Source: an optimization exercise on an open RTL-to-GDS flow (aim: small area and a short achievable clock period). Production flows keep margins and buffers that such runs may drop. RTL that was checked went through simulation tests only; none was proved equivalent to the original. No functional check of the RTL was part of run 2. Power and IR drop assume default switching activity.

==> flow/design.v, too long to show whole: its modules and the start of the top module <==
// module cpu_alu_shifter: 48 lines
// module cpu_alu_mux2i: 8 lines
// module cpu_alu: 871 lines
// module cpu_alu_benc: 10 lines
// module cpu_alu_bpp: 11 lines
// module cpu_alu_benc2: 16 lines
// module cpu_alu_bpp2: 13 lines
// module cpu_alu_bppbit: 10 lines
// module cpu_alu_fa: 10 lines
// module cpu_alu_ha: 9 lines
// module cpu_alu_cpa: 726 lines
// module cpu_alu_nand2: 3 lines
// module cpu_alu_nor2: 3 lines
// module cpu_alu_xnor2: 3 lines
// module cpu_alu_inv: 3 lines
// module cpu_alu_aoi21: 3 lines
// module cpu_alu_oai21: 3 lines
// module cpu_alu_maj3i: 3 lines
// module cpu_alu_xor2: 3 lines
// module cpu_alu_and2: 3 lines
// module cpu_alu_mux2: 3 lines
module cpu_alu #(
    parameter int WIDTH = pkg_cpu_alu::ALU_WIDTH
) (
    input  logic             clk,
    input  logic             rst,
    input  logic             in_valid,
    input  logic [WIDTH-1:0] a,
    input  logic [WIDTH-1:0] b,
    input  logic [3:0]       oper,
    input  logic [3:0]       flags_in,
    output logic             out_valid,
    output logic [WIDTH-1:0] result,
    output logic [3:0]       flags_out
);
  // ...
==> flow/flow/run.sh <==
#!/bin/bash
# Standard layout, except that the port buffers are plain buf_2 cells instead of the
# resizer's default choice.
set -e
export BUFFER_PORTS_ARGS="-buffer_cell sky130_fd_sc_hd__buf_2"
bash standard.sh > standard.log 2>&1
==> flow/standard.sh <==
#!/bin/bash
# synth_recipe.tcl (not shown) runs the flow's synth.tcl, then flattens the netlist and writes it again
# the make line also repeats each setting of config.mk as NAME=value (left out here)
make -C /OpenROAD-flow-scripts/flow DESIGN_CONFIG=/design/flow/config.mk WORK_HOME=/design/flow/orfs CLKGATE_MAP_FILE= SYNTH_SCRIPT=/design/flow/synth_recipe.tcl "${@:-finish}"
==> flow/config.mk <==
export PLATFORM = sky130hd
export DESIGN_NAME = cpu_alu
export DESIGN_NICKNAME = cpu_alu
export VERILOG_FILES = /design/flow/design.v
export SDC_FILE = /design/flow/constraint.sdc
export NUM_CORES = 4
export LEC_CHECK = 0
export CAP_MARGIN = 20
export CORE_MARGIN = 2
export CORE_UTILIZATION = 70
export SETUP_SLACK_MARGIN = 3.2
export SLEW_MARGIN = 20
export SYNTH_HIERARCHICAL = 1
==> flow/constraint.sdc <==
create_clock -name core_clock -period 11.0 [get_ports {clk}]
set_input_delay 2.2000 -clock core_clock [delete_from_list [all_inputs] [get_ports {clk}]]
set_output_delay 2.2000 -clock core_clock [all_outputs]
set_load 0.01 [all_outputs]
==> run notes, run 1 <==
Clock Power=~0.00016 W; Synth Area in Compound Gates=18.7%; port bufs=between 100 and 150; GR Layer Usage met2=75.9%; Avg Synthesized Cell Area=approximately 8.5 um^2; clock buffer depth=2; Top FF cell, synth=dfxtp_1; total gr overflow=0; CP Class=in -> reg; worst hold stages=2; Switching Power=roughly 0.0028 W; global-route wire length before repair=~110 mm; Yosys Warn Count=9; metal2 WL=approximately 33 mm; Stages on worst setup path=23; Initial Utilization=between 70% and 80%; layout cells sized above 1=15.2%; status=timing/DRC/antenna clean; vias in the first global route=between 15k and 20k; 1st-pass router iterations=12; met3 usage=between 10% and 20%; CTS Root Buffer Type=clkbuf_16; Clk pin slew, worst setup/hold paths=about 0.050 ns; WL met3=between 10 and 15 mm; nets=2778; CTS HTree Levels=2; min-delay src=rst; hold_ws=slightly above 2 ns; post-synthesis adder-cell area fraction=around 25%; area of the multi-input gates=~18000 um^2; top cell category=multi-input gates; Max Cap Violations=0; Sequential Power=just under 0.0002 W; Non-CTS buffers=around 190; biggest registers after layout=r_result x32, r_flags x3, r_valid x1; num sequential=36; IO Count=roughly 110; TritonCTS clock tree=yes; num tapcells=approximately 380; drt via density=7.19; drt initial violations=3113
==> module cpu_alu_benc2, before the edit <==
module cpu_alu_benc2 (
    input  logic [2:0] i_b,
    output logic       o_onen,
    output logic       o_twon,
    output logic       o_neg
);
    logic w_one;
    logic w_hi;
    logic w_n10;
    cpu_alu_xor2  u_one (.i_a(i_b[1]), .i_b(i_b[0]), .o_y(w_one));
    cpu_alu_xor2  u_hi  (.i_a(i_b[2]), .i_b(i_b[1]), .o_y(w_hi));
    cpu_alu_inv   u_onen (.i_a(w_one), .o_y(o_onen));
    cpu_alu_nand2 u_twon (.i_a(w_hi), .i_b(o_onen), .o_y(o_twon));
    cpu_alu_nand2 u_n10 (.i_a(i_b[1]), .i_b(i_b[0]), .o_y(w_n10));
    cpu_alu_and2  u_neg (.i_a(i_b[2]), .i_b(w_n10), .o_y(o_neg));
endmodule
==> module cpu_alu_cpa, before the edit <==
module cpu_alu_cpa (
    input  logic [31:0] i_xn,
    input  logic [31:0] i_yn,
    input  logic        i_cin,
    output logic [31:0] o_sum,
    output logic        o_cout,
    output logic        o_c31,
    output logic        o_zero
);
    logic [31:0] p;
    logic [31:0] c;
    logic n1;
    cpu_alu_nor2 u_n1 (.i_a(i_xn[0]), .i_b(i_yn[0]), .o_y(n1));
    logic n2;
    cpu_alu_nor2 u_n2 (.i_a(i_xn[1]), .i_b(i_yn[1]), .o_y(n2));
    logic n3;
    cpu_alu_nor2 u_n3 (.i_a(i_xn[2]), .i_b(i_yn[2]), .o_y(n3));
    logic n4;
    cpu_alu_nor2 u_n4 (.i_a(i_xn[3]), .i_b(i_yn[3]), .o_y(n4));
    logic n5;
    cpu_alu_nor2 u_n5 (.i_a(i_xn[4]), .i_b(i_yn[4]), .o_y(n5));
    logic n6;
    cpu_alu_nor2 u_n6 (.i_a(i_xn[5]), .i_b(i_yn[5]), .o_y(n6));
    logic n7;
    cpu_alu_nor2 u_n7 (.i_a(i_xn[6]), .i_b(i_yn[6]), .o_y(n7));
    logic n8;
    cpu_alu_nor2 u_n8 (.i_a(i_xn[7]), .i_b(i_yn[7]), .o_y(n8));
    logic n9;
    cpu_alu_nor2 u_n9 (.i_a(i_xn[8]), .i_b(i_yn[8]), .o_y(n9));
    logic n10;
    cpu_alu_nor2 u_n10 (.i_a(i_xn[9]), .i_b(i_yn[9]), .o_y(n10));
    logic n11;
    cpu_alu_nor2 u_n11 (.i_a(i_xn[10]), .i_b(i_yn[10]), .o_y(n11));
    logic n12;
    cpu_alu_nor2 u_n12 (.i_a(i_xn[11]), .i_b(i_yn[11]), .o_y(n12));
    logic n13;
    cpu_alu_nor2 u_n13 (.i_a(i_xn[12]), .i_b(i_yn[12]), .o_y(n13));
    logic n14;
    cpu_alu_nor2 u_n14 (.i_a(i_xn[13]), .i_b(i_yn[13]), .o_y(n14));
    logic n15;
    cpu_alu_nor2 u_n15 (.i_a(i_xn[14]), .i_b(i_yn[14]), .o_y(n15));
    logic n16;
    cpu_alu_nor2 u_n16 (.i_a(i_xn[15]), .i_b(i_yn[15]), .o_y(n16));
    logic n17;
    cpu_alu_nor2 u_n17 (.i_a(i_xn[16]), .i_b(i_yn[16]), .o_y(n17));
    logic n18;
    cpu_alu_nor2 u_n18 (.i_a(i_xn[17]), .i_b(i_yn[17]), .o_y(n18));
    logic n19;
    cpu_alu_nor2 u_n19 (.i_a(i_xn[18]), .i_b(i_yn[18]), .o_y(n19));
    logic n20;
    cpu_alu_nor2 u_n20 (.i_a(i_xn[19]), .i_b(i_yn[19]), .o_y(n20));
    logic n21;
    cpu_alu_nor2 u_n21 (.i_a(i_xn[20]), .i_b(i_yn[20]), .o_y(n21));
    logic n22;
    cpu_alu_nor2 u_n22 (.i_a(i_xn[21]), .i_b(i_yn[21]), .o_y(n22));
    logic n23;
    cpu_alu_nor2 u_n23 (.i_a(i_xn[22]), .i_b(i_yn[22]), .o_y(n23));
    logic n24;
    cpu_alu_nor2 u_n24 (.i_a(i_xn[23]), .i_b(i_yn[23]), .o_y(n24));
    logic n25;
    cpu_alu_nor2 u_n25 (.i_a(i_xn[24]), .i_b(i_yn[24]), .o_y(n25));
    logic n26;
    cpu_alu_nor2 u_n26 (.i_a(i_xn[25]), .i_b(i_yn[25]), .o_y(n26));
    logic n27;
    cpu_alu_nor2 u_n27 (.i_a(i_xn[26]), .i_b(i_yn[26]), .o_y(n27));
    logic n28;
    cpu_alu_nor2 u_n28 (.i_a(i_xn[27]), .i_b(i_yn[27]), .o_y(n28));
    logic n29;
    cpu_alu_nor2 u_n29 (.i_a(i_xn[28]), .i_b(i_yn[28]), .o_y(n29));
    logic n30;
    cpu_alu_nor2 u_n30 (.i_a(i_xn[29]), .i_b(i_yn[29]), .o_y(n30));
    logic n31;
    cpu_alu_nor2 u_n31 (.i_a(i_xn[30]), .i_b(i_yn[30]), .o_y(n31));
    logic n32;
    cpu_alu_nor2 u_n32 (.i_a(i_xn[31]), .i_b(i_yn[31]), .o_y(n32));
    logic n33;
    cpu_alu_xor2 u_n33 (.i_a(i_xn[0]), .i_b(i_yn[0]), .o_y(n33));
    logic n34;
    cpu_alu_xor2 u_n34 (.i_a(i_xn[1]), .i_b(i_yn[1]), .o_y(n34));
    logic n35;
    cpu_alu_xor2 u_n35 (.i_a(i_xn[2]), .i_b(i_yn[2]), .o_y(n35));
    logic n36;
    cpu_alu_xor2 u_n36 (.i_a(i_xn[3]), .i_b(i_yn[3]), .o_y(n36));
    logic n37;
    cpu_alu_xor2 u_n37 (.i_a(i_xn[4]), .i_b(i_yn[4]), .o_y(n37));
    logic n38;
    cpu_alu_xor2 u_n38 (.i_a(i_xn[5]), .i_b(i_yn[5]), .o_y(n38));
    logic n39;
    cpu_alu_xor2 u_n39 (.i_a(i_xn[6]), .i_b(i_yn[6]), .o_y(n39));
    logic n40;
    cpu_alu_xor2 u_n40 (.i_a(i_xn[7]), .i_b(i_yn[7]), .o_y(n40));
    logic n41;
    cpu_alu_xor2 u_n41 (.i_a(i_xn[8]), .i_b(i_yn[8]), .o_y(n41));
    logic n42;
    cpu_alu_xor2 u_n42 (.i_a(i_xn[9]), .i_b(i_yn[9]), .o_y(n42));
    logic n43;
    cpu_alu_xor2 u_n43 (.i_a(i_xn[10]), .i_b(i_yn[10]), .o_y(n43));
    logic n44;
    cpu_alu_xor2 u_n44 (.i_a(i_xn[11]), .i_b(i_yn[11]), .o_y(n44));
    logic n45;
    cpu_alu_xor2 u_n45 (.i_a(i_xn[12]), .i_b(i_yn[12]), .o_y(n45));
    logic n46;
    cpu_alu_xor2 u_n46 (.i_a(i_xn[13]), .i_b(i_yn[13]), .o_y(n46));
    logic n47;
    cpu_alu_xor2 u_n47 (.i_a(i_xn[14]), .i_b(i_yn[14]), .o_y(n47));
    logic n48;
    cpu_alu_xor2 u_n48 (.i_a(i_xn[15]), .i_b(i_yn[15]), .o_y(n48));
    logic n49;
    cpu_alu_xor2 u_n49 (.i_a(i_xn[16]), .i_b(i_yn[16]), .o_y(n49));
    logic n50;
    cpu_alu_xor2 u_n50 (.i_a(i_xn[17]), .i_b(i_yn[17]), .o_y(n50));
    logic n51;
    cpu_alu_xor2 u_n51 (.i_a(i_xn[18]), .i_b(i_yn[18]), .o_y(n51));
    logic n52;
    cpu_alu_xor2 u_n52 (.i_a(i_xn[19]), .i_b(i_yn[19]), .o_y(n52));
    logic n53;
    cpu_alu_xor2 u_n53 (.i_a(i_xn[20]), .i_b(i_yn[20]), .o_y(n53));
    logic n54;
    cpu_alu_xor2 u_n54 (.i_a(i_xn[21]), .i_b(i_yn[21]), .o_y(n54));
    logic n55;
    cpu_alu_xor2 u_n55 (.i_a(i_xn[22]), .i_b(i_yn[22]), .o_y(n55));
    logic n56;
    cpu_alu_xor2 u_n56 (.i_a(i_xn[23]), .i_b(i_yn[23]), .o_y(n56));
    logic n57;
    cpu_alu_xor2 u_n57 (.i_a(i_xn[24]), .i_b(i_yn[24]), .o_y(n57));
    logic n58;
    cpu_alu_xor2 u_n58 (.i_a(i_xn[25]), .i_b(i_yn[25]), .o_y(n58));
    logic n59;
    cpu_alu_xor2 u_n59 (.i_a(i_xn[26]), .i_b(i_yn[26]), .o_y(n59));
    logic n60;
    cpu_alu_xor2 u_n60 (.i_a(i_xn[27]), .i_b(i_yn[27]), .o_y(n60));
    logic n61;
    cpu_alu_xor2 u_n61 (.i_a(i_xn[28]), .i_b(i_yn[28]), .o_y(n61));
    logic n62;
    cpu_alu_xor2 u_n62 (.i_a(i_xn[29]), .i_b(i_yn[29]), .o_y(n62));
    logic n63;
    cpu_alu_xor2 u_n63 (.i_a(i_xn[30]), .i_b(i_yn[30]), .o_y(n63));
    logic n64;
    cpu_alu_xor2 u_n64 (.i_a(i_xn[31]), .i_b(i_yn[31]), .o_y(n64));
    logic n65;
    cpu_alu_maj3i u_n65 (.i_a(i_xn[0]), .i_b(i_yn[0]), .i_c(i_cin), .o_y(n65));
    logic n66;
    cpu_alu_aoi21 u_n66 (.i_a(n34), .i_b(n65), .i_c(n2), .o_y(n66));
    logic n67;
    cpu_alu_aoi21 u_n67 (.i_a(n36), .i_b(n3), .i_c(n4), .o_y(n67));
    logic n68;
    cpu_alu_nand2 u_n68 (.i_a(n36), .i_b(n35), .o_y(n68));
    logic n69;
    cpu_alu_aoi21 u_n69 (.i_a(n38), .i_b(n5), .i_c(n6), .o_y(n69));
    logic n70;
    cpu_alu_nand2 u_n70 (.i_a(n38), .i_b(n37), .o_y(n70));
    logic n71;
    cpu_alu_aoi21 u_n71 (.i_a(n40), .i_b(n7), .i_c(n8), .o_y(n71));
    logic n72;
    cpu_alu_nand2 u_n72 (.i_a(n40), .i_b(n39), .o_y(n72));
    logic n73;
    cpu_alu_aoi21 u_n73 (.i_a(n42), .i_b(n9), .i_c(n10), .o_y(n73));
    logic n74;
    cpu_alu_nand2 u_n74 (.i_a(n42), .i_b(n41), .o_y(n74));
    logic n75;
    cpu_alu_aoi21 u_n75 (.i_a(n44), .i_b(n11), .i_c(n12), .o_y(n75));
    logic n76;
    cpu_alu_nand2 u_n76 (.i_a(n44), .i_b(n43), .o_y(n76));
    logic n77;
    cpu_alu_aoi21 u_n77 (.i_a(n46), .i_b(n13), .i_c(n14), .o_y(n77));
    logic n78;
    cpu_alu_nand2 u_n78 (.i_a(n46), .i_b(n45), .o_y(n78));
    logic n79;
    cpu_alu_aoi21 u_n79 (.i_a(n48), .i_b(n15), .i_c(n16), .o_y(n79));
    logic n80;
    cpu_alu_nand2 u_n80 (.i_a(n48), .i_b(n47), .o_y(n80));
    logic n81;
    cpu_alu_aoi21 u_n81 (.i_a(n50), .i_b(n17), .i_c(n18), .o_y(n81));
    logic n82;
    cpu_alu_nand2 u_n82 (.i_a(n50), .i_b(n49), .o_y(n82));
    logic n83;
    cpu_alu_aoi21 u_n83 (.i_a(n52), .i_b(n19), .i_c(n20), .o_y(n83));
    logic n84;
    cpu_alu_nand2 u_n84 (.i_a(n52), .i_b(n51), .o_y(n84));
    logic n85;
    cpu_alu_aoi21 u_n85 (.i_a(n54), .i_b(n21), .i_c(n22), .o_y(n85));
    logic n86;
    cpu_alu_nand2 u_n86 (.i_a(n54), .i_b(n53), .o_y(n86));
    logic n87;
    cpu_alu_aoi21 u_n87 (.i_a(n56), .i_b(n23), .i_c(n24), .o_y(n87));
    logic n88;
    cpu_alu_nand2 u_n88 (.i_a(n56), .i_b(n55), .o_y(n88));
    logic n89;
    cpu_alu_aoi21 u_n89 (.i_a(n58), .i_b(n25), .i_c(n26), .o_y(n89));
    logic n90;
    cpu_alu_nand2 u_n90 (.i_a(n58), .i_b(n57), .o_y(n90));
    logic n91;
    cpu_alu_aoi21 u_n91 (.i_a(n60), .i_b(n27), .i_c(n28), .o_y(n91));
    logic n92;
    cpu_alu_nand2 u_n92 (.i_a(n60), .i_b(n59), .o_y(n92));
    logic n93;
    cpu_alu_aoi21 u_n93 (.i_a(n62), .i_b(n29), .i_c(n30), .o_y(n93));
    logic n94;
    cpu_alu_nand2 u_n94 (.i_a(n62), .i_b(n61), .o_y(n94));
    logic n95;
    cpu_alu_aoi21 u_n95 (.i_a(n64), .i_b(n31), .i_c(n32), .o_y(n95));
    logic n96;
    cpu_alu_nand2 u_n96 (.i_a(n64), .i_b(n63), .o_y(n96));
    logic n97;
    cpu_alu_inv u_n97 (.i_a(n66), .o_y(n97));
    logic n98;
    cpu_alu_aoi21 u_n98 (.i_a(n35), .i_b(n97), .i_c(n3), .o_y(n98));
    logic n99;
    cpu_alu_oai21 u_n99 (.i_a(n68), .i_b(n66), .i_c(n67), .o_y(n99));
    logic n100;
    cpu_alu_inv u_n100 (.i_a(n69), .o_y(n100));
    logic n101;
    cpu_alu_aoi21 u_n101 (.i_a(n39), .i_b(n100), .i_c(n7), .o_y(n101));
    logic n102;
    cpu_alu_inv u_n102 (.i_a(n70), .o_y(n102));
    logic n103;
    cpu_alu_nand2 u_n103 (.i_a(n39), .i_b(n102), .o_y(n103));
    logic n104;
    cpu_alu_oai21 u_n104 (.i_a(n72), .i_b(n69), .i_c(n71), .o_y(n104));
    logic n105;
    cpu_alu_nor2 u_n105 (.i_a(n72), .i_b(n70), .o_y(n105));
    logic n106;
    cpu_alu_inv u_n106 (.i_a(n73), .o_y(n106));
    logic n107;
    cpu_alu_aoi21 u_n107 (.i_a(n43), .i_b(n106), .i_c(n11), .o_y(n107));
    logic n108;
    cpu_alu_inv u_n108 (.i_a(n74), .o_y(n108));
    logic n109;
    cpu_alu_nand2 u_n109 (.i_a(n43), .i_b(n108), .o_y(n109));
    logic n110;
    cpu_alu_oai21 u_n110 (.i_a(n76), .i_b(n73), .i_c(n75), .o_y(n110));
    logic n111;
    cpu_alu_nor2 u_n111 (.i_a(n76), .i_b(n74), .o_y(n111));
    logic n112;
    cpu_alu_inv u_n112 (.i_a(n77), .o_y(n112));
    logic n113;
    cpu_alu_aoi21 u_n113 (.i_a(n47), .i_b(n112), .i_c(n15), .o_y(n113));
    logic n114;
    cpu_alu_inv u_n114 (.i_a(n78), .o_y(n114));
    logic n115;
    cpu_alu_nand2 u_n115 (.i_a(n47), .i_b(n114), .o_y(n115));
    logic n116;
    cpu_alu_oai21 u_n116 (.i_a(n80), .i_b(n77), .i_c(n79), .o_y(n116));
    logic n117;
    cpu_alu_nor2 u_n117 (.i_a(n80), .i_b(n78), .o_y(n117));
    logic n118;
    cpu_alu_inv u_n118 (.i_a(n81), .o_y(n118));
    logic n119;
    cpu_alu_aoi21 u_n119 (.i_a(n51), .i_b(n118), .i_c(n19), .o_y(n119));
    logic n120;
    cpu_alu_inv u_n120 (.i_a(n82), .o_y(n120));
    logic n121;
    cpu_alu_nand2 u_n121 (.i_a(n51), .i_b(n120), .o_y(n121));
    logic n122;
    cpu_alu_oai21 u_n122 (.i_a(n84), .i_b(n81), .i_c(n83), .o_y(n122));
    logic n123;
    cpu_alu_nor2 u_n123 (.i_a(n84), .i_b(n82), .o_y(n123));
    logic n124;
    cpu_alu_inv u_n124 (.i_a(n85), .o_y(n124));
    logic n125;
    cpu_alu_aoi21 u_n125 (.i_a(n55), .i_b(n124), .i_c(n23), .o_y(n125));
    logic n126;
    cpu_alu_inv u_n126 (.i_a(n86), .o_y(n126));
    logic n127;
    cpu_alu_nand2 u_n127 (.i_a(n55), .i_b(n126), .o_y(n127));
    logic n128;
    cpu_alu_oai21 u_n128 (.i_a(n88), .i_b(n85), .i_c(n87), .o_y(n128));
    logic n129;
    cpu_alu_nor2 u_n129 (.i_a(n88), .i_b(n86), .o_y(n129));
    logic n130;
    cpu_alu_inv u_n130 (.i_a(n89), .o_y(n130));
    logic n131;
    cpu_alu_aoi21 u_n131 (.i_a(n59), .i_b(n130), .i_c(n27), .o_y(n131));
    logic n132;
    cpu_alu_inv u_n132 (.i_a(n90), .o_y(n132));
    logic n133;
    cpu_alu_nand2 u_n133 (.i_a(n59), .i_b(n132), .o_y(n133));
    logic n134;
    cpu_alu_oai21 u_n134 (.i_a(n92), .i_b(n89), .i_c(n91), .o_y(n134));
    logic n135;
    cpu_alu_nor2 u_n135 (.i_a(n92), .i_b(n90), .o_y(n135));
    logic n136;
    cpu_alu_inv u_n136 (.i_a(n93), .o_y(n136));
    logic n137;
    cpu_alu_aoi21 u_n137 (.i_a(n63), .i_b(n136), .i_c(n31), .o_y(n137));
    logic n138;
    cpu_alu_inv u_n138 (.i_a(n94), .o_y(n138));
    logic n139;
    cpu_alu_nand2 u_n139 (.i_a(n63), .i_b(n138), .o_y(n139));
    logic n140;
    cpu_alu_oai21 u_n140 (.i_a(n96), .i_b(n93), .i_c(n95), .o_y(n140));
    logic n141;
    cpu_alu_nor2 u_n141 (.i_a(n96), .i_b(n94), .o_y(n141));
    logic n142;
    cpu_alu_aoi21 u_n142 (.i_a(n37), .i_b(n99), .i_c(n5), .o_y(n142));
    logic n143;
    cpu_alu_inv u_n143 (.i_a(n99), .o_y(n143));
    logic n144;
    cpu_alu_oai21 u_n144 (.i_a(n70), .i_b(n143), .i_c(n69), .o_y(n144));
    logic n145;
    cpu_alu_inv u_n145 (.i_a(n99), .o_y(n145));
    logic n146;
    cpu_alu_oai21 u_n146 (.i_a(n103), .i_b(n145), .i_c(n101), .o_y(n146));
    logic n147;
    cpu_alu_aoi21 u_n147 (.i_a(n105), .i_b(n99), .i_c(n104), .o_y(n147));
    logic n148;
    cpu_alu_aoi21 u_n148 (.i_a(n45), .i_b(n110), .i_c(n13), .o_y(n148));
    logic n149;
    cpu_alu_nand2 u_n149 (.i_a(n45), .i_b(n111), .o_y(n149));
    logic n150;
    cpu_alu_inv u_n150 (.i_a(n110), .o_y(n150));
    logic n151;
    cpu_alu_oai21 u_n151 (.i_a(n78), .i_b(n150), .i_c(n77), .o_y(n151));
    logic n152;
    cpu_alu_inv u_n152 (.i_a(n111), .o_y(n152));
    logic n153;
    cpu_alu_nor2 u_n153 (.i_a(n78), .i_b(n152), .o_y(n153));
    logic n154;
    cpu_alu_inv u_n154 (.i_a(n110), .o_y(n154));
    logic n155;
    cpu_alu_oai21 u_n155 (.i_a(n115), .i_b(n154), .i_c(n113), .o_y(n155));
    logic n156;
    cpu_alu_inv u_n156 (.i_a(n111), .o_y(n156));
    logic n157;
    cpu_alu_nor2 u_n157 (.i_a(n115), .i_b(n156), .o_y(n157));
    logic n158;
    cpu_alu_aoi21 u_n158 (.i_a(n117), .i_b(n110), .i_c(n116), .o_y(n158));
    logic n159;
    cpu_alu_nand2 u_n159 (.i_a(n117), .i_b(n111), .o_y(n159));
    logic n160;
    cpu_alu_aoi21 u_n160 (.i_a(n53), .i_b(n122), .i_c(n21), .o_y(n160));
    logic n161;
    cpu_alu_nand2 u_n161 (.i_a(n53), .i_b(n123), .o_y(n161));
    logic n162;
    cpu_alu_inv u_n162 (.i_a(n122), .o_y(n162));
    logic n163;
    cpu_alu_oai21 u_n163 (.i_a(n86), .i_b(n162), .i_c(n85), .o_y(n163));
    logic n164;
    cpu_alu_inv u_n164 (.i_a(n123), .o_y(n164));
    logic n165;
    cpu_alu_nor2 u_n165 (.i_a(n86), .i_b(n164), .o_y(n165));
    logic n166;
    cpu_alu_inv u_n166 (.i_a(n122), .o_y(n166));
    logic n167;
    cpu_alu_oai21 u_n167 (.i_a(n127), .i_b(n166), .i_c(n125), .o_y(n167));
    logic n168;
    cpu_alu_inv u_n168 (.i_a(n123), .o_y(n168));
    logic n169;
    cpu_alu_nor2 u_n169 (.i_a(n127), .i_b(n168), .o_y(n169));
    logic n170;
    cpu_alu_aoi21 u_n170 (.i_a(n129), .i_b(n122), .i_c(n128), .o_y(n170));
    logic n171;
    cpu_alu_nand2 u_n171 (.i_a(n129), .i_b(n123), .o_y(n171));
    logic n172;
    cpu_alu_aoi21 u_n172 (.i_a(n61), .i_b(n134), .i_c(n29), .o_y(n172));
    logic n173;
    cpu_alu_nand2 u_n173 (.i_a(n61), .i_b(n135), .o_y(n173));
    logic n174;
    cpu_alu_inv u_n174 (.i_a(n134), .o_y(n174));
    logic n175;
    cpu_alu_oai21 u_n175 (.i_a(n94), .i_b(n174), .i_c(n93), .o_y(n175));
    logic n176;
    cpu_alu_inv u_n176 (.i_a(n135), .o_y(n176));
    logic n177;
    cpu_alu_nor2 u_n177 (.i_a(n94), .i_b(n176), .o_y(n177));
    logic n178;
    cpu_alu_inv u_n178 (.i_a(n134), .o_y(n178));
    logic n179;
    cpu_alu_oai21 u_n179 (.i_a(n139), .i_b(n178), .i_c(n137), .o_y(n179));
    logic n180;
    cpu_alu_inv u_n180 (.i_a(n135), .o_y(n180));
    logic n181;
    cpu_alu_nor2 u_n181 (.i_a(n139), .i_b(n180), .o_y(n181));
    logic n182;
    cpu_alu_aoi21 u_n182 (.i_a(n141), .i_b(n134), .i_c(n140), .o_y(n182));
    logic n183;
    cpu_alu_nand2 u_n183 (.i_a(n141), .i_b(n135), .o_y(n183));
    logic n184;
    cpu_alu_inv u_n184 (.i_a(n147), .o_y(n184));
    logic n185;
    cpu_alu_aoi21 u_n185 (.i_a(n41), .i_b(n184), .i_c(n9), .o_y(n185));
    logic n186;
    cpu_alu_oai21 u_n186 (.i_a(n74), .i_b(n147), .i_c(n73), .o_y(n186));
    logic n187;
    cpu_alu_oai21 u_n187 (.i_a(n109), .i_b(n147), .i_c(n107), .o_y(n187));
    logic n188;
    cpu_alu_inv u_n188 (.i_a(n147), .o_y(n188));
    logic n189;
    cpu_alu_aoi21 u_n189 (.i_a(n111), .i_b(n188), .i_c(n110), .o_y(n189));
    logic n190;
    cpu_alu_oai21 u_n190 (.i_a(n149), .i_b(n147), .i_c(n148), .o_y(n190));
    logic n191;
    cpu_alu_inv u_n191 (.i_a(n147), .o_y(n191));
    logic n192;
    cpu_alu_aoi21 u_n192 (.i_a(n153), .i_b(n191), .i_c(n151), .o_y(n192));
    logic n193;
    cpu_alu_inv u_n193 (.i_a(n147), .o_y(n193));
    logic n194;
    cpu_alu_aoi21 u_n194 (.i_a(n157), .i_b(n193), .i_c(n155), .o_y(n194));
    logic n195;
    cpu_alu_oai21 u_n195 (.i_a(n159), .i_b(n147), .i_c(n158), .o_y(n195));
    logic n196;
    cpu_alu_inv u_n196 (.i_a(n170), .o_y(n196));
    logic n197;
    cpu_alu_aoi21 u_n197 (.i_a(n57), .i_b(n196), .i_c(n25), .o_y(n197));
    logic n198;
    cpu_alu_inv u_n198 (.i_a(n171), .o_y(n198));
    logic n199;
    cpu_alu_nand2 u_n199 (.i_a(n57), .i_b(n198), .o_y(n199));
    logic n200;
    cpu_alu_oai21 u_n200 (.i_a(n90), .i_b(n170), .i_c(n89), .o_y(n200));
    logic n201;
    cpu_alu_nor2 u_n201 (.i_a(n90), .i_b(n171), .o_y(n201));
    logic n202;
    cpu_alu_oai21 u_n202 (.i_a(n133), .i_b(n170), .i_c(n131), .o_y(n202));
    logic n203;
    cpu_alu_nor2 u_n203 (.i_a(n133), .i_b(n171), .o_y(n203));
    logic n204;
    cpu_alu_inv u_n204 (.i_a(n170), .o_y(n204));
    logic n205;
    cpu_alu_aoi21 u_n205 (.i_a(n135), .i_b(n204), .i_c(n134), .o_y(n205));
    logic n206;
    cpu_alu_inv u_n206 (.i_a(n171), .o_y(n206));
    logic n207;
    cpu_alu_nand2 u_n207 (.i_a(n135), .i_b(n206), .o_y(n207));
    logic n208;
    cpu_alu_oai21 u_n208 (.i_a(n173), .i_b(n170), .i_c(n172), .o_y(n208));
    logic n209;
    cpu_alu_nor2 u_n209 (.i_a(n173), .i_b(n171), .o_y(n209));
    logic n210;
    cpu_alu_inv u_n210 (.i_a(n170), .o_y(n210));
    logic n211;
    cpu_alu_aoi21 u_n211 (.i_a(n177), .i_b(n210), .i_c(n175), .o_y(n211));
    logic n212;
    cpu_alu_inv u_n212 (.i_a(n171), .o_y(n212));
    logic n213;
    cpu_alu_nand2 u_n213 (.i_a(n177), .i_b(n212), .o_y(n213));
    logic n214;
    cpu_alu_inv u_n214 (.i_a(n170), .o_y(n214));
    logic n215;
    cpu_alu_aoi21 u_n215 (.i_a(n181), .i_b(n214), .i_c(n179), .o_y(n215));
    logic n216;
    cpu_alu_inv u_n216 (.i_a(n171), .o_y(n216));
    logic n217;
    cpu_alu_nand2 u_n217 (.i_a(n181), .i_b(n216), .o_y(n217));
    logic n218;
    cpu_alu_oai21 u_n218 (.i_a(n183), .i_b(n170), .i_c(n182), .o_y(n218));
    logic n219;
    cpu_alu_nor2 u_n219 (.i_a(n183), .i_b(n171), .o_y(n219));
    logic n220;
    cpu_alu_aoi21 u_n220 (.i_a(n49), .i_b(n195), .i_c(n17), .o_y(n220));
    logic n221;
    cpu_alu_inv u_n221 (.i_a(n195), .o_y(n221));
    logic n222;
    cpu_alu_oai21 u_n222 (.i_a(n82), .i_b(n221), .i_c(n81), .o_y(n222));
    logic n223;
    cpu_alu_inv u_n223 (.i_a(n195), .o_y(n223));
    logic n224;
    cpu_alu_oai21 u_n224 (.i_a(n121), .i_b(n223), .i_c(n119), .o_y(n224));
    logic n225;
    cpu_alu_aoi21 u_n225 (.i_a(n123), .i_b(n195), .i_c(n122), .o_y(n225));
    logic n226;
    cpu_alu_inv u_n226 (.i_a(n195), .o_y(n226));
    logic n227;
    cpu_alu_oai21 u_n227 (.i_a(n161), .i_b(n226), .i_c(n160), .o_y(n227));
    logic n228;
    cpu_alu_aoi21 u_n228 (.i_a(n165), .i_b(n195), .i_c(n163), .o_y(n228));
    logic n229;
    cpu_alu_aoi21 u_n229 (.i_a(n169), .i_b(n195), .i_c(n167), .o_y(n229));
    logic n230;
    cpu_alu_inv u_n230 (.i_a(n195), .o_y(n230));
    logic n231;
    cpu_alu_oai21 u_n231 (.i_a(n171), .i_b(n230), .i_c(n170), .o_y(n231));
    logic n232;
    cpu_alu_inv u_n232 (.i_a(n195), .o_y(n232));
    logic n233;
    cpu_alu_oai21 u_n233 (.i_a(n199), .i_b(n232), .i_c(n197), .o_y(n233));
    logic n234;
    cpu_alu_aoi21 u_n234 (.i_a(n201), .i_b(n195), .i_c(n200), .o_y(n234));
    logic n235;
    cpu_alu_aoi21 u_n235 (.i_a(n203), .i_b(n195), .i_c(n202), .o_y(n235));
    logic n236;
    cpu_alu_inv u_n236 (.i_a(n195), .o_y(n236));
    logic n237;
    cpu_alu_oai21 u_n237 (.i_a(n207), .i_b(n236), .i_c(n205), .o_y(n237));
    logic n238;
    cpu_alu_aoi21 u_n238 (.i_a(n209), .i_b(n195), .i_c(n208), .o_y(n238));
    logic n239;
    cpu_alu_inv u_n239 (.i_a(n195), .o_y(n239));
    logic n240;
    cpu_alu_oai21 u_n240 (.i_a(n213), .i_b(n239), .i_c(n211), .o_y(n240));
    logic n241;
    cpu_alu_inv u_n241 (.i_a(n195), .o_y(n241));
    logic n242;
    cpu_alu_oai21 u_n242 (.i_a(n217), .i_b(n241), .i_c(n215), .o_y(n242));
    logic n243;
    cpu_alu_aoi21 u_n243 (.i_a(n219), .i_b(n195), .i_c(n218), .o_y(n243));
    logic n244;
    cpu_alu_inv u_n244 (.i_a(i_cin), .o_y(n244));
    logic n245;
    cpu_alu_nor2 u_n245 (.i_a(n33), .i_b(n1), .o_y(n245));
    logic n246;
    cpu_alu_nor2 u_n246 (.i_a(n34), .i_b(n2), .o_y(n246));
    logic n247;
    cpu_alu_nor2 u_n247 (.i_a(n35), .i_b(n3), .o_y(n247));
    logic n248;
    cpu_alu_nor2 u_n248 (.i_a(n36), .i_b(n4), .o_y(n248));
    logic n249;
    cpu_alu_nor2 u_n249 (.i_a(n37), .i_b(n5), .o_y(n249));
    logic n250;
    cpu_alu_nor2 u_n250 (.i_a(n38), .i_b(n6), .o_y(n250));
    logic n251;
    cpu_alu_nor2 u_n251 (.i_a(n39), .i_b(n7), .o_y(n251));
    logic n252;
    cpu_alu_nor2 u_n252 (.i_a(n40), .i_b(n8), .o_y(n252));
    logic n253;
    cpu_alu_nor2 u_n253 (.i_a(n41), .i_b(n9), .o_y(n253));
    logic n254;
    cpu_alu_nor2 u_n254 (.i_a(n42), .i_b(n10), .o_y(n254));
    logic n255;
    cpu_alu_nor2 u_n255 (.i_a(n43), .i_b(n11), .o_y(n255));
    logic n256;
    cpu_alu_nor2 u_n256 (.i_a(n44), .i_b(n12), .o_y(n256));
    logic n257;
    cpu_alu_nor2 u_n257 (.i_a(n45), .i_b(n13), .o_y(n257));
    logic n258;
    cpu_alu_nor2 u_n258 (.i_a(n46), .i_b(n14), .o_y(n258));
    logic n259;
    cpu_alu_nor2 u_n259 (.i_a(n47), .i_b(n15), .o_y(n259));
    logic n260;
    cpu_alu_nor2 u_n260 (.i_a(n48), .i_b(n16), .o_y(n260));
    logic n261;
    cpu_alu_nor2 u_n261 (.i_a(n49), .i_b(n17), .o_y(n261));
    logic n262;
    cpu_alu_nor2 u_n262 (.i_a(n50), .i_b(n18), .o_y(n262));
    logic n263;
    cpu_alu_nor2 u_n263 (.i_a(n51), .i_b(n19), .o_y(n263));
    logic n264;
    cpu_alu_nor2 u_n264 (.i_a(n52), .i_b(n20), .o_y(n264));
    logic n265;
    cpu_alu_nor2 u_n265 (.i_a(n53), .i_b(n21), .o_y(n265));
    logic n266;
    cpu_alu_nor2 u_n266 (.i_a(n54), .i_b(n22), .o_y(n266));
    logic n267;
    cpu_alu_nor2 u_n267 (.i_a(n55), .i_b(n23), .o_y(n267));
    logic n268;
    cpu_alu_nor2 u_n268 (.i_a(n56), .i_b(n24), .o_y(n268));
    logic n269;
    cpu_alu_nor2 u_n269 (.i_a(n57), .i_b(n25), .o_y(n269));
    logic n270;
    cpu_alu_nor2 u_n270 (.i_a(n58), .i_b(n26), .o_y(n270));
    logic n271;
    cpu_alu_nor2 u_n271 (.i_a(n59), .i_b(n27), .o_y(n271));
    logic n272;
    cpu_alu_nor2 u_n272 (.i_a(n60), .i_b(n28), .o_y(n272));
    logic n273;
    cpu_alu_nor2 u_n273 (.i_a(n61), .i_b(n29), .o_y(n273));
    logic n274;
    cpu_alu_nor2 u_n274 (.i_a(n62), .i_b(n30), .o_y(n274));
    logic n275;
    cpu_alu_nor2 u_n275 (.i_a(n63), .i_b(n31), .o_y(n275));
    logic n276;
    cpu_alu_xnor2 u_n276 (.i_a(n33), .i_b(n244), .o_y(n276));
    logic n277;
    cpu_alu_xnor2 u_n277 (.i_a(n34), .i_b(n245), .o_y(n277));
    logic n278;
    cpu_alu_xnor2 u_n278 (.i_a(n35), .i_b(n246), .o_y(n278));
    logic n279;
    cpu_alu_xnor2 u_n279 (.i_a(n36), .i_b(n247), .o_y(n279));
    logic n280;
    cpu_alu_xnor2 u_n280 (.i_a(n37), .i_b(n248), .o_y(n280));
    logic n281;
    cpu_alu_xnor2 u_n281 (.i_a(n38), .i_b(n249), .o_y(n281));
    logic n282;
    cpu_alu_xnor2 u_n282 (.i_a(n39), .i_b(n250), .o_y(n282));
    logic n283;
    cpu_alu_xnor2 u_n283 (.i_a(n40), .i_b(n251), .o_y(n283));
    logic n284;
    cpu_alu_xnor2 u_n284 (.i_a(n41), .i_b(n252), .o_y(n284));
    logic n285;
    cpu_alu_xnor2 u_n285 (.i_a(n42), .i_b(n253), .o_y(n285));
    logic n286;
    cpu_alu_xnor2 u_n286 (.i_a(n43), .i_b(n254), .o_y(n286));
    logic n287;
    cpu_alu_xnor2 u_n287 (.i_a(n44), .i_b(n255), .o_y(n287));
    logic n288;
    cpu_alu_xnor2 u_n288 (.i_a(n45), .i_b(n256), .o_y(n288));
    logic n289;
    cpu_alu_xnor2 u_n289 (.i_a(n46), .i_b(n257), .o_y(n289));
    logic n290;
    cpu_alu_xnor2 u_n290 (.i_a(n47), .i_b(n258), .o_y(n290));
    logic n291;
    cpu_alu_xnor2 u_n291 (.i_a(n48), .i_b(n259), .o_y(n291));
    logic n292;
    cpu_alu_xnor2 u_n292 (.i_a(n49), .i_b(n260), .o_y(n292));
    logic n293;
    cpu_alu_xnor2 u_n293 (.i_a(n50), .i_b(n261), .o_y(n293));
    logic n294;
    cpu_alu_xnor2 u_n294 (.i_a(n51), .i_b(n262), .o_y(n294));
    logic n295;
    cpu_alu_xnor2 u_n295 (.i_a(n52), .i_b(n263), .o_y(n295));
    logic n296;
    cpu_alu_xnor2 u_n296 (.i_a(n53), .i_b(n264), .o_y(n296));
    logic n297;
    cpu_alu_xnor2 u_n297 (.i_a(n54), .i_b(n265), .o_y(n297));
    logic n298;
    cpu_alu_xnor2 u_n298 (.i_a(n55), .i_b(n266), .o_y(n298));
    logic n299;
    cpu_alu_xnor2 u_n299 (.i_a(n56), .i_b(n267), .o_y(n299));
    logic n300;
    cpu_alu_xnor2 u_n300 (.i_a(n57), .i_b(n268), .o_y(n300));
    logic n301;
    cpu_alu_xnor2 u_n301 (.i_a(n58), .i_b(n269), .o_y(n301));
    logic n302;
    cpu_alu_xnor2 u_n302 (.i_a(n59), .i_b(n270), .o_y(n302));
    logic n303;
    cpu_alu_xnor2 u_n303 (.i_a(n60), .i_b(n271), .o_y(n303));
    logic n304;
    cpu_alu_xnor2 u_n304 (.i_a(n61), .i_b(n272), .o_y(n304));
    logic n305;
    cpu_alu_xnor2 u_n305 (.i_a(n62), .i_b(n273), .o_y(n305));
    logic n306;
    cpu_alu_xnor2 u_n306 (.i_a(n63), .i_b(n274), .o_y(n306));
    logic n307;
    cpu_alu_xnor2 u_n307 (.i_a(n64), .i_b(n275), .o_y(n307));
    logic n308;
    cpu_alu_nor2 u_n308 (.i_a(n276), .i_b(n277), .o_y(n308));
    logic n309;
    cpu_alu_nor2 u_n309 (.i_a(n278), .i_b(n279), .o_y(n309));
    logic n310;
    cpu_alu_nor2 u_n310 (.i_a(n280), .i_b(n281), .o_y(n310));
    logic n311;
    cpu_alu_nor2 u_n311 (.i_a(n282), .i_b(n283), .o_y(n311));
    logic n312;
    cpu_alu_nor2 u_n312 (.i_a(n284), .i_b(n285), .o_y(n312));
    logic n313;
    cpu_alu_nor2 u_n313 (.i_a(n286), .i_b(n287), .o_y(n313));
    logic n314;
    cpu_alu_nor2 u_n314 (.i_a(n288), .i_b(n289), .o_y(n314));
    logic n315;
    cpu_alu_nor2 u_n315 (.i_a(n290), .i_b(n291), .o_y(n315));
    logic n316;
    cpu_alu_nor2 u_n316 (.i_a(n292), .i_b(n293), .o_y(n316));
    logic n317;
    cpu_alu_nor2 u_n317 (.i_a(n294), .i_b(n295), .o_y(n317));
    logic n318;
    cpu_alu_nor2 u_n318 (.i_a(n296), .i_b(n297), .o_y(n318));
    logic n319;
    cpu_alu_nor2 u_n319 (.i_a(n298), .i_b(n299), .o_y(n319));
    logic n320;
    cpu_alu_nor2 u_n320 (.i_a(n300), .i_b(n301), .o_y(n320));
    logic n321;
    cpu_alu_nor2 u_n321 (.i_a(n302), .i_b(n303), .o_y(n321));
    logic n322;
    cpu_alu_nor2 u_n322 (.i_a(n304), .i_b(n305), .o_y(n322));
    logic n323;
    cpu_alu_nor2 u_n323 (.i_a(n306), .i_b(n307), .o_y(n323));
    logic n324;
    cpu_alu_nand2 u_n324 (.i_a(n308), .i_b(n309), .o_y(n324));
    logic n325;
    cpu_alu_nand2 u_n325 (.i_a(n310), .i_b(n311), .o_y(n325));
    logic n326;
    cpu_alu_nand2 u_n326 (.i_a(n312), .i_b(n313), .o_y(n326));
    logic n327;
    cpu_alu_nand2 u_n327 (.i_a(n314), .i_b(n315), .o_y(n327));
    logic n328;
    cpu_alu_nand2 u_n328 (.i_a(n316), .i_b(n317), .o_y(n328));
    logic n329;
    cpu_alu_nand2 u_n329 (.i_a(n318), .i_b(n319), .o_y(n329));
    logic n330;
    cpu_alu_nand2 u_n330 (.i_a(n320), .i_b(n321), .o_y(n330));
    logic n331;
    cpu_alu_nand2 u_n331 (.i_a(n322), .i_b(n323), .o_y(n331));
    logic n332;
    cpu_alu_nor2 u_n332 (.i_a(n324), .i_b(n325), .o_y(n332));
    logic n333;
    cpu_alu_nor2 u_n333 (.i_a(n326), .i_b(n327), .o_y(n333));
    logic n334;
    cpu_alu_nor2 u_n334 (.i_a(n328), .i_b(n329), .o_y(n334));
    logic n335;
    cpu_alu_nor2 u_n335 (.i_a(n330), .i_b(n331), .o_y(n335));
    logic n336;
    cpu_alu_nand2 u_n336 (.i_a(n332), .i_b(n333), .o_y(n336));
    logic n337;
    cpu_alu_nand2 u_n337 (.i_a(n334), .i_b(n335), .o_y(n337));
    logic n338;
    cpu_alu_nor2 u_n338 (.i_a(n336), .i_b(n337), .o_y(n338));
    assign o_zero = n338;
    assign p = {n64, n63, n62, n61, n60, n59, n58, n57, n56, n55, n54, n53, n52, n51, n50, n49, n48, n47, n46, n45, n44, n43, n42, n41, n40, n39, n38, n37, n36, n35, n34, n33};
    logic n339;
    cpu_alu_inv u_n339 (.i_a(n243), .o_y(n339));
    logic n340;
    cpu_alu_inv u_n340 (.i_a(n238), .o_y(n340));
    logic n341;
    cpu_alu_inv u_n341 (.i_a(n235), .o_y(n341));
    logic n342;
    cpu_alu_inv u_n342 (.i_a(n234), .o_y(n342));
    logic n343;
    cpu_alu_inv u_n343 (.i_a(n229), .o_y(n343));
    logic n344;
    cpu_alu_inv u_n344 (.i_a(n228), .o_y(n344));
    logic n345;
    cpu_alu_inv u_n345 (.i_a(n225), .o_y(n345));
    logic n346;
    cpu_alu_inv u_n346 (.i_a(n220), .o_y(n346));
    logic n347;
    cpu_alu_inv u_n347 (.i_a(n194), .o_y(n347));
    logic n348;
    cpu_alu_inv u_n348 (.i_a(n192), .o_y(n348));
    logic n349;
    cpu_alu_inv u_n349 (.i_a(n189), .o_y(n349));
    logic n350;
    cpu_alu_inv u_n350 (.i_a(n185), .o_y(n350));
    logic n351;
    cpu_alu_inv u_n351 (.i_a(n147), .o_y(n351));
    logic n352;
    cpu_alu_inv u_n352 (.i_a(n142), .o_y(n352));
    logic n353;
    cpu_alu_inv u_n353 (.i_a(n98), .o_y(n353));
    logic n354;
    cpu_alu_inv u_n354 (.i_a(n66), .o_y(n354));
    assign c = {n339, n242, n240, n340, n237, n341, n342, n233, n231, n343, n344, n227, n345, n224, n222, n346, n195, n347, n348, n190, n349, n187, n186, n350, n351, n146, n144, n352, n99, n353, n354, n65};
    assign o_sum  = p ^ {c[30:0], i_cin};
    assign o_cout = c[31];
    assign o_c31  = c[30];
endmodule
==> inputs of run 2 (changes only) <==
--- a/flow/design.v
+++ b/flow/design.v
@@ -101,17 +101,16 @@
     logic             w_invb;
     logic [WIDTH-1:0] w_add_x;
     logic [WIDTH-1:0] w_add_y;
     logic             w_add_cin;
     logic [WIDTH-1:0] w_row0;
     logic [WIDTH-1:0] w_row1;
     logic [WIDTH-1:0] w_cpa_xn;
     logic [WIDTH-1:0] w_cpa_yn;
-    logic [WIDTH-1:0] w_sum;
     logic             w_cout;
     logic             w_c31;
     logic             w_sum_zero;
     logic             w_add_v;
     logic [WIDTH-1:0] w_sh_result;
     logic             w_sh_c;
     logic [WIDTH-1:0] w_other;
     logic [WIDTH-1:0] w_result;
@@ -902,17 +901,19 @@
     for (genvar k = 0; k < WIDTH; k++) begin : g_opnd
         cpu_alu_mux2i u_xmux (.i_s(w_mul), .i_0(w_add_x[k]), .i_1(w_row0[k]), .o_y(w_cpa_xn[k]));
         cpu_alu_mux2i u_ymux (.i_s(w_mul), .i_0(w_add_y[k]), .i_1(w_row1[k]), .o_y(w_cpa_yn[k]));
     end
     cpu_alu_cpa u_cpa (
         .i_xn   (w_cpa_xn),
         .i_yn   (w_cpa_yn),
         .i_cin  (w_add_cin && !w_mul),
-        .o_sum  (w_sum),
+        .i_sel  (w_arith || w_mul),
+        .i_other(w_other),
+        .o_result(w_result),
         .o_cout (w_cout),
         .o_c31  (w_c31),
         .o_zero (w_sum_zero)
     );
     assign w_add_v = (w_add_x[WIDTH-1] == w_add_y[WIDTH-1]) && (w_c31 != w_add_x[WIDTH-1]);
     cpu_alu_shifter u_shifter (
         .i_a      (a),
         .i_b      (b),
@@ -926,17 +927,16 @@
             OP_AND:  w_other = a & b;
             OP_ORR:  w_other = a | b;
             OP_XOR:  w_other = a ^ b;
             OP_BIC:  w_other = a & ~b;
             OP_CPY:  w_other = b;
             default: w_other = w_sh_result;
         endcase
     end
-    assign w_result = (w_arith || w_mul) ? w_sum : w_other;
     always_comb begin
         w_flags = flags_in;
         if (w_arith) begin
             w_flags[FLAG_C] = w_cout;
             w_flags[FLAG_V] = w_add_v;
         end else if (oper >= OP_LSL && oper <= OP_ROR) begin
             w_flags[FLAG_C] = w_sh_c;
         end
@@ -974,23 +974,23 @@
     assign o_pp = (({N{i_one}} & i_a) | ({N{i_two}} & {i_a[N-2:0], 1'b0})) ^ {N{i_neg}};
 endmodule
 module cpu_alu_benc2 (
     input  logic [2:0] i_b,
     output logic       o_onen,
     output logic       o_twon,
     output logic       o_neg
 );
-    logic w_one;
+    logic w_one;   
     logic w_hi;
     logic w_n10;
-    cpu_alu_xor2  u_one (.i_a(i_b[1]), .i_b(i_b[0]), .o_y(w_one));
+    cpu_alu_xnor2 u_onen (.i_a(i_b[1]), .i_b(i_b[0]), .o_y(o_onen));
+    cpu_alu_xnor2 u_eq  (.i_a(i_b[1]), .i_b(i_b[0]), .o_y(w_one));
     cpu_alu_xor2  u_hi  (.i_a(i_b[2]), .i_b(i_b[1]), .o_y(w_hi));
-    cpu_alu_inv   u_onen (.i_a(w_one), .o_y(o_onen));
-    cpu_alu_nand2 u_twon (.i_a(w_hi), .i_b(o_onen), .o_y(o_twon));
+    cpu_alu_nand2 u_twon (.i_a(w_hi), .i_b(w_one), .o_y(o_twon));
     cpu_alu_nand2 u_n10 (.i_a(i_b[1]), .i_b(i_b[0]), .o_y(w_n10));
     cpu_alu_and2  u_neg (.i_a(i_b[2]), .i_b(w_n10), .o_y(o_neg));
 endmodule
 module cpu_alu_bpp2 #(
     parameter int N = 32
 ) (
     input  logic [N-1:0] i_a,
     input  logic         i_onen,
@@ -1030,17 +1030,19 @@
 );
     assign o_s = i_a ^ i_b;
     assign o_c = i_a & i_b;
 endmodule
 module cpu_alu_cpa (
     input  logic [31:0] i_xn,
     input  logic [31:0] i_yn,
     input  logic        i_cin,
-    output logic [31:0] o_sum,
+    input  logic        i_sel,
+    input  logic [31:0] i_other,
+    output logic [31:0] o_result,
     output logic        o_cout,
     output logic        o_c31,
     output logic        o_zero
 );
     logic [31:0] p;
     logic [31:0] c;
     logic n1;
     cpu_alu_nor2 u_n1 (.i_a(i_xn[0]), .i_b(i_yn[0]), .o_y(n1));
@@ -1748,17 +1750,52 @@
     cpu_alu_inv u_n351 (.i_a(n147), .o_y(n351));
     logic n352;
     cpu_alu_inv u_n352 (.i_a(n142), .o_y(n352));
     logic n353;
     cpu_alu_inv u_n353 (.i_a(n98), .o_y(n353));
     logic n354;
     cpu_alu_inv u_n354 (.i_a(n66), .o_y(n354));
     assign c = {n339, n242, n240, n340, n237, n341, n342, n233, n231, n343, n344, n227, n345, n224, n222, n346, n195, n347, n348, n190, n349, n187, n186, n350, n351, n146, n144, n352, n99, n353, n354, n65};
-    assign o_sum  = p ^ {c[30:0], i_cin};
+    cpu_alu_mux2i u_res0 (.i_s(i_cin), .i_0(d0n[0]), .i_1(d1n[0]), .o_y(o_result[0]));
+    cpu_alu_mux2i u_res1 (.i_s(n65), .i_0(d0n[1]), .i_1(d1n[1]), .o_y(o_result[1]));
+    cpu_alu_mux2i u_res2 (.i_s(n66), .i_0(d1n[2]), .i_1(d0n[2]), .o_y(o_result[2]));
+    cpu_alu_mux2i u_res3 (.i_s(n98), .i_0(d1n[3]), .i_1(d0n[3]), .o_y(o_result[3]));
+    cpu_alu_mux2i u_res4 (.i_s(n99), .i_0(d0n[4]), .i_1(d1n[4]), .o_y(o_result[4]));
+    cpu_alu_mux2i u_res5 (.i_s(n142), .i_0(d1n[5]), .i_1(d0n[5]), .o_y(o_result[5]));
+    cpu_alu_mux2i u_res6 (.i_s(n144), .i_0(d0n[6]), .i_1(d1n[6]), .o_y(o_result[6]));
+    cpu_alu_mux2i u_res7 (.i_s(n146), .i_0(d0n[7]), .i_1(d1n[7]), .o_y(o_result[7]));
+    cpu_alu_mux2i u_res8 (.i_s(n147), .i_0(d1n[8]), .i_1(d0n[8]), .o_y(o_result[8]));
+    cpu_alu_mux2i u_res9 (.i_s(n185), .i_0(d1n[9]), .i_1(d0n[9]), .o_y(o_result[9]));
+    cpu_alu_mux2i u_res10 (.i_s(n186), .i_0(d0n[10]), .i_1(d1n[10]), .o_y(o_result[10]));
+    cpu_alu_mux2i u_res11 (.i_s(n187), .i_0(d0n[11]), .i_1(d1n[11]), .o_y(o_result[11]));
+    cpu_alu_mux2i u_res12 (.i_s(n189), .i_0(d1n[12]), .i_1(d0n[12]), .o_y(o_result[12]));
+    cpu_alu_mux2i u_res13 (.i_s(n190), .i_0(d0n[13]), .i_1(d1n[13]), .o_y(o_result[13]));
+    cpu_alu_mux2i u_res14 (.i_s(n192), .i_0(d1n[14]), .i_1(d0n[14]), .o_y(o_result[14]));
+    cpu_alu_mux2i u_res15 (.i_s(n194), .i_0(d1n[15]), .i_1(d0n[15]), .o_y(o_result[15]));
+    cpu_alu_mux2i u_res16 (.i_s(n195), .i_0(d0n[16]), .i_1(d1n[16]), .o_y(o_result[16]));
+    cpu_alu_mux2i u_res17 (.i_s(n220), .i_0(d1n[17]), .i_1(d0n[17]), .o_y(o_result[17]));
+    cpu_alu_mux2i u_res18 (.i_s(n222), .i_0(d0n[18]), .i_1(d1n[18]), .o_y(o_result[18]));
+    cpu_alu_mux2i u_res19 (.i_s(n224), .i_0(d0n[19]), .i_1(d1n[19]), .o_y(o_result[19]));
+    cpu_alu_mux2i u_res20 (.i_s(n225), .i_0(d1n[20]), .i_1(d0n[20]), .o_y(o_result[20]));
+    cpu_alu_mux2i u_res21 (.i_s(n227), .i_0(d0n[21]), .i_1(d1n[21]), .o_y(o_result[21]));
+    cpu_alu_mux2i u_res22 (.i_s(n228), .i_0(d1n[22]), .i_1(d0n[22]), .o_y(o_result[22]));
+    cpu_alu_mux2i u_res23 (.i_s(n229), .i_0(d1n[23]), .i_1(d0n[23]), .o_y(o_result[23]));
+    cpu_alu_mux2i u_res24 (.i_s(n231), .i_0(d0n[24]), .i_1(d1n[24]), .o_y(o_result[24]));
+    cpu_alu_mux2i u_res25 (.i_s(n233), .i_0(d0n[25]), .i_1(d1n[25]), .o_y(o_result[25]));
+    cpu_alu_mux2i u_res26 (.i_s(n234), .i_0(d1n[26]), .i_1(d0n[26]), .o_y(o_result[26]));
+    cpu_alu_mux2i u_res27 (.i_s(n235), .i_0(d1n[27]), .i_1(d0n[27]), .o_y(o_result[27]));
+    cpu_alu_mux2i u_res28 (.i_s(n237), .i_0(d0n[28]), .i_1(d1n[28]), .o_y(o_result[28]));
+    cpu_alu_mux2i u_res29 (.i_s(n238), .i_0(d1n[29]), .i_1(d0n[29]), .o_y(o_result[29]));
+    cpu_alu_mux2i u_res30 (.i_s(n240), .i_0(d0n[30]), .i_1(d1n[30]), .o_y(o_result[30]));
+    cpu_alu_mux2i u_res31 (.i_s(n242), .i_0(d0n[31]), .i_1(d1n[31]), .o_y(o_result[31]));
+    logic [31:0] d0n;
+    logic [31:0] d1n;
+    assign d0n = ~(i_sel ? p : i_other);
+    assign d1n = ~(i_sel ? ~p : i_other);
     assign o_cout = c[31];
     assign o_c31  = c[30];
 endmodule
 module cpu_alu_nand2 (input logic i_a, input logic i_b, output logic o_y);
     assign o_y = ~(i_a & i_b);
 endmodule
 module cpu_alu_nor2 (input logic i_a, input logic i_b, output logic o_y);
     assign o_y = ~(i_a | i_b);
==> flow/config.mk (replaced) <==
export PLATFORM = sky130hd
export DESIGN_NAME = cpu_alu
export DESIGN_NICKNAME = cpu_alu
export VERILOG_FILES = /design/flow/design.v
export SDC_FILE = /design/flow/constraint.sdc
export NUM_CORES = 4
export LEC_CHECK = 0
export CAP_MARGIN = 20
export CORE_MARGIN = 2
export CORE_UTILIZATION = 60
export SETUP_SLACK_MARGIN = 3.2
export SLEW_MARGIN = 20
export SYNTH_HIERARCHICAL = 1
==> run notes, run 2 <==
status=timing/DRC/antenna clean (unchanged); Mapped Cells=2416 (was 2375); WL/cell=24.9 um (was 27.4 um); die width=188 um (was 174 um); 1st-pass router iterations=5 (was 12); final core occ=64.5% (was 75.7%); max reg flops=32 (unchanged); final period utilization=69.8% (was 71.6%); cts bufs inserted=5 (unchanged); total number of vias=19.1k (was 20.2k); EDFF count, synth=0 (unchanged); initial antenna violation count=0 (unchanged); Layout area overhead=5.88% (was 7.11%); Avg Synthesized Cell Area=8.43 um^2 (was 8.47 um^2); #FFs+latches synth=36 (unchanged); Clk pwr share=2.7% (was 3.2%); ANT cells=0 (unchanged); Buf/Inv on CP=1 (was 5); drt via density=6.56 (was 7.19); drt initial violations=2037 (was 3113); Hold Vio Cnt, Final=0 (unchanged); Antenna Nets Post-Route=0 (unchanged); relative slew slack=32.5% (was 20.2%); total power=0.00507 W (was 0.00508 W); hold_buf cts=0 (unchanged); core area=33400 um^2 (was 28500 um^2); highest-delay cell along the critical path=fa_1 (unchanged); largest net degree at the start of global routing=63 (was 65); sequential area share after synthesis=3.54% (was 3.58%); sw frac=56.2% (was 55.9%); WL final=72.3 mm (was 77.1 mm); Max IR drop VDD=1.08 mV (was 0.323 mV); power density over the cells=235 nW/um^2 (was 236 nW/um^2); top-count cell post-synth=xnor2_1 (unchanged); global-route wire length before repair=109 mm (was 115 mm); clock buffer depth=2 (unchanged); register area=721 um^2 (unchanged); port bufs=109 (unchanged); Initial Utilization=60.9% (was 70.7%); sequential share of power=3.9% (about the same); Critical Path End Type=flip-flop (unchanged); synth top area cells=fa_1 21%, xnor2_1 17%, mux2i_1 15%, o22ai_1 9.0%, ha_1 4.1% (was fa_1 21%, xnor2_1 16%, mux2i_1 13%, o22ai_1 8.7%, xor2_1 4.3%); GPL Wtd Cong=0.984 (was 1.04); Yosys top cell area share=20.6% (was 20.9%); slowest stage delay, CP=0.62 ns (was 0.53 ns); most frequent cells in the layout=393 x xnor2_1, 300 x mux2i_1, 291 x o22ai_1 (was 365 x xnor2_1, 279 x o22ai_1, 261 x mux2i_1); vias in the first global route=18.5k (was 19.9k); leakage power=8.63 nW (was 8.86 nW); Synth area leader=fa_1 (unchanged); CP Class=in -> reg (unchanged); fillcell total=2938 (was 2006); synth cell count leaders=402 x xnor2_1, 310 x mux2i_1, 293 x o22ai_1 (was 370 x xnor2_1, 280 x o22ai_1, 269 x mux2i_1); total gr overflow=0 (unchanged); RSZ-0062 raised after global routing=yes (unchanged); Hold Crit Class=in -> reg (unchanged); Critical Path Start Type=input port (unchanged); CTS Root Buffer Type=clkbuf_16 (unchanged); Tot GR Track Use=40.0% (was 49.4%); cell mode on critical path=fa_1 (unchanged); TritonCTS clock tree=yes (unchanged); die area=35400 um^2 (was 30100 um^2); IO Count=112 (unchanged); worst-path fanout max=12 (was 31); post-DP HPWL=54.8 mm (was 55.8 mm); biggest registers after layout=r_result x32, r_flags x3, r_valid x1 (unchanged); Max Fclk=130 MHz (was 127 MHz); asr flop ratio synth=0% (unchanged); largest register by flop count=r_result (unchanged); area of the multi-input gates=18400 um^2 (was 18200 um^2); Worst-Margin Slew=1.01 ns (was 1.18 ns); most common cell after layout, fill and taps aside=xnor2_1 (unchanged); fin. max-slew vios=0 (unchanged); count of cell types in the netlist=75 (was 80); Top FF cell, synth=dfxtp_1 (unchanged); min Tclk post-route=7.68 ns (was 7.87 ns); Switching Power=0.00285 W (was 0.00284 W); CP arrival=7.83 ns (was 8.02 ns); Yosys Warn Count=9 (unchanged); cell family with most CP delay=adder cells (unchanged); P_int=0.00222 W (was 0.00224 W); CTS sink cnt=36 (unchanged); Clk pin slew, worst setup/hold paths=0.05 ns (about the same); post-synthesis instance area=20400 um^2 (was 20100 um^2); Max Cap Violations=0 (unchanged); Vert. Die Dim=188 um (was 174 um); Worst EP required=11.15 ns (about the same); layout cells sized above 1=13.7% (was 15.2%); share of power burned in combinational logic=93.4% (was 92.9%); setup_tns=0 ns (unchanged); CTS HTree Levels=2 (unchanged); DRC Markers=0 (unchanged); nets=2808 (was 2778); final-report setup violation count=0 (unchanged); Row Count=67 (was 62); hold_ws=2.07 ns (was 2.06 ns); crit path cell chain=buf_2, nand2_1, and2_2, xnor2_1, o22ai_2, fa_1, fa_1, fa_1, fa_1, fa_1, fa_1, mux2i_2, xor2_2, xnor2_1, nor2_1, nand2_1, nor2_2, nand2_1, nor2_1, nand2_1, o41ai_2 (was buf_4, xor2_1, inv_1, buf_8, nand2_4, buf_4, o22ai_1, ha_1, fa_1, fa_1, fa_1, fa_1, mux2i_1, xor2_2, nand2_1, nor2_2, nand2_4, nor2_1, a21oi_2, inv_1, xor2_1, nand2_1, o21ai_0)
==> run 2: cell count changes after synthesis, sizes merged, moves of 14 or more <==
cell    before  now
mux2i      269  310
o21ai       86  107
nand2      142  170
a21oi       87  102
xnor2      370  402
nor2       155  170
inv        174  153
xor2        98   50
o211ai       3   34
a22oi        0   31
o22ai      280  294
==> run 2: logic make-up after synthesis <==
| family | share of synthesized area, % |
|---|---|
| AO/OA/AOI/OAI | 19.3 |
| XOR/XNOR | 19.4 |
| AND/OR/NAND/NOR | 9.07 |
| multiplexers | 15.6 |
| buffers and inverters | 8.24 |
| adder cells (fa/ha/maj) | 24.7 |
| flip-flops | 3.54 |
| other | 0.0184 |
==> run 2: routing by layer <==
metal	track usage, %	up-vias	part of all wire (%)
li1	-	8549	-
met1	53.7	9242	41
met2	63.8	1072	45
met3	7.08	189	10
met4	16.8	0	4.6
met5	0	-	0
==> run 2: timing repair <==
| action | CTS | global route |
|---|---|---|
| gates resized for setup | 36 | 42 |
| pin swaps | 4 | 12 |
| cloned | 2 | 0 |
| setup buffers | 2 | 29 |
| endpoints found under the setup margin | 19 | 16 |
| hold endpoints to repair | 0 | 0 |
==> run 2: final cells by class <==
cell class	count	area share (%)
Multi-Input combinational cell	2081	85.4
Timing Repair Buffer	180	5.37
Sequential cell	36	3.34
Inverter	153	2.66
Tap cell	448	2.60
Clock buffer	5	0.580
Clock inverter	3	0.0870
==> run 2: stage by stage <==
step / instances / instance area [um^2] / setup WS, ns
finish: 2906 / 21600 / 3.32
global placement: 2864 / 20800 / 2.09
floorplan: 2419 / 20400 / 3.25
detailed placement: 2865 / 20900 / 1.98
global route: 2906 / 21600 / 3.14
CTS: 2877 / 21200 / 3.21
==> run 2: per-module statistics from Yosys (local to each module, per instance), excerpt <==
| module | flops+latches | times used | cells |
|---|---|---|---|
| cpu_alu_maj3i | 0 | 1 | 3 |
| cpu_alu_fa | 0 | 210 | 1 |
| cpu_alu_xnor2 | 0 | 64 | 1 |
| cpu_alu_and2 | 0 | 16 | 1 |
| cpu_alu_nand2 | 0 | 74 | 1 |
| cpu_alu_aoi21 | 0 | 48 | 1 |
| cpu_alu_shifter | 0 | 1 | 220 |
| cpu_alu | 36 | 1 | 508 |
| cpu_alu_ha | 0 | 30 | 1 |
| cpu_alu_xor2 | 0 | 48 | 1 |
==> run 2: power by group through the flow <==
| stage | sequential, W | combinational [W] | clock [W] |
|---|---|---|---|
| after global routing | 0.000203 | 0.00504 | 0.000145 |
| final | 0.000199 | 0.00473 | 0.000137 |
| after CTS | 0.000200 | 0.00433 | 0.000140 |
| after floorplan | 0.000230 | 0.00268 | 0 |
| after detailed placement | 0.000203 | 0.00427 | 0 |
| after global placement | 0.000201 | 0.00415 | 0 |
==> run 2: worst paths after layout <==
path,startpoint,end,slack (ns),cells after the start
min,rst,r_valid$_DFF_P_,2.07,2
max,b[21],r_flags[0]$_DFF_P_,3.32,21

[afterwards: timing with drivers on the ports]
The results above use ideal ports. As a check the final layouts listed here were re-extracted and re-timed, cells and wires unchanged. Step 1, drivers: a clkbuf_16 drives clk and a buf_2 each remaining input, both assumed. Step 2 adds t to the input delays and takes it off the output delays; t is the mean of the earliest and latest rising clock arrival at the registers after step 1. Input paths then give back, and output paths get back, about the clock's delay inside the block. Slacks: ideal / step 1 / step 2; pairs: ideal / step 1.
run | t (ns) | setup slack, ns | worst data-port slew with drivers (ns)
run 1 | 0.320 | 3.127 / 3.139 / 2.820 | 0.04
run 2 | 0.319 | 3.323 / 3.310 / 2.991 | 0.09
After both steps setup and hold are still met in every run listed. For run 2, which loses most, drivers alone change the setup slack by -0.013 ns; drivers and shift together by -0.332 ns.
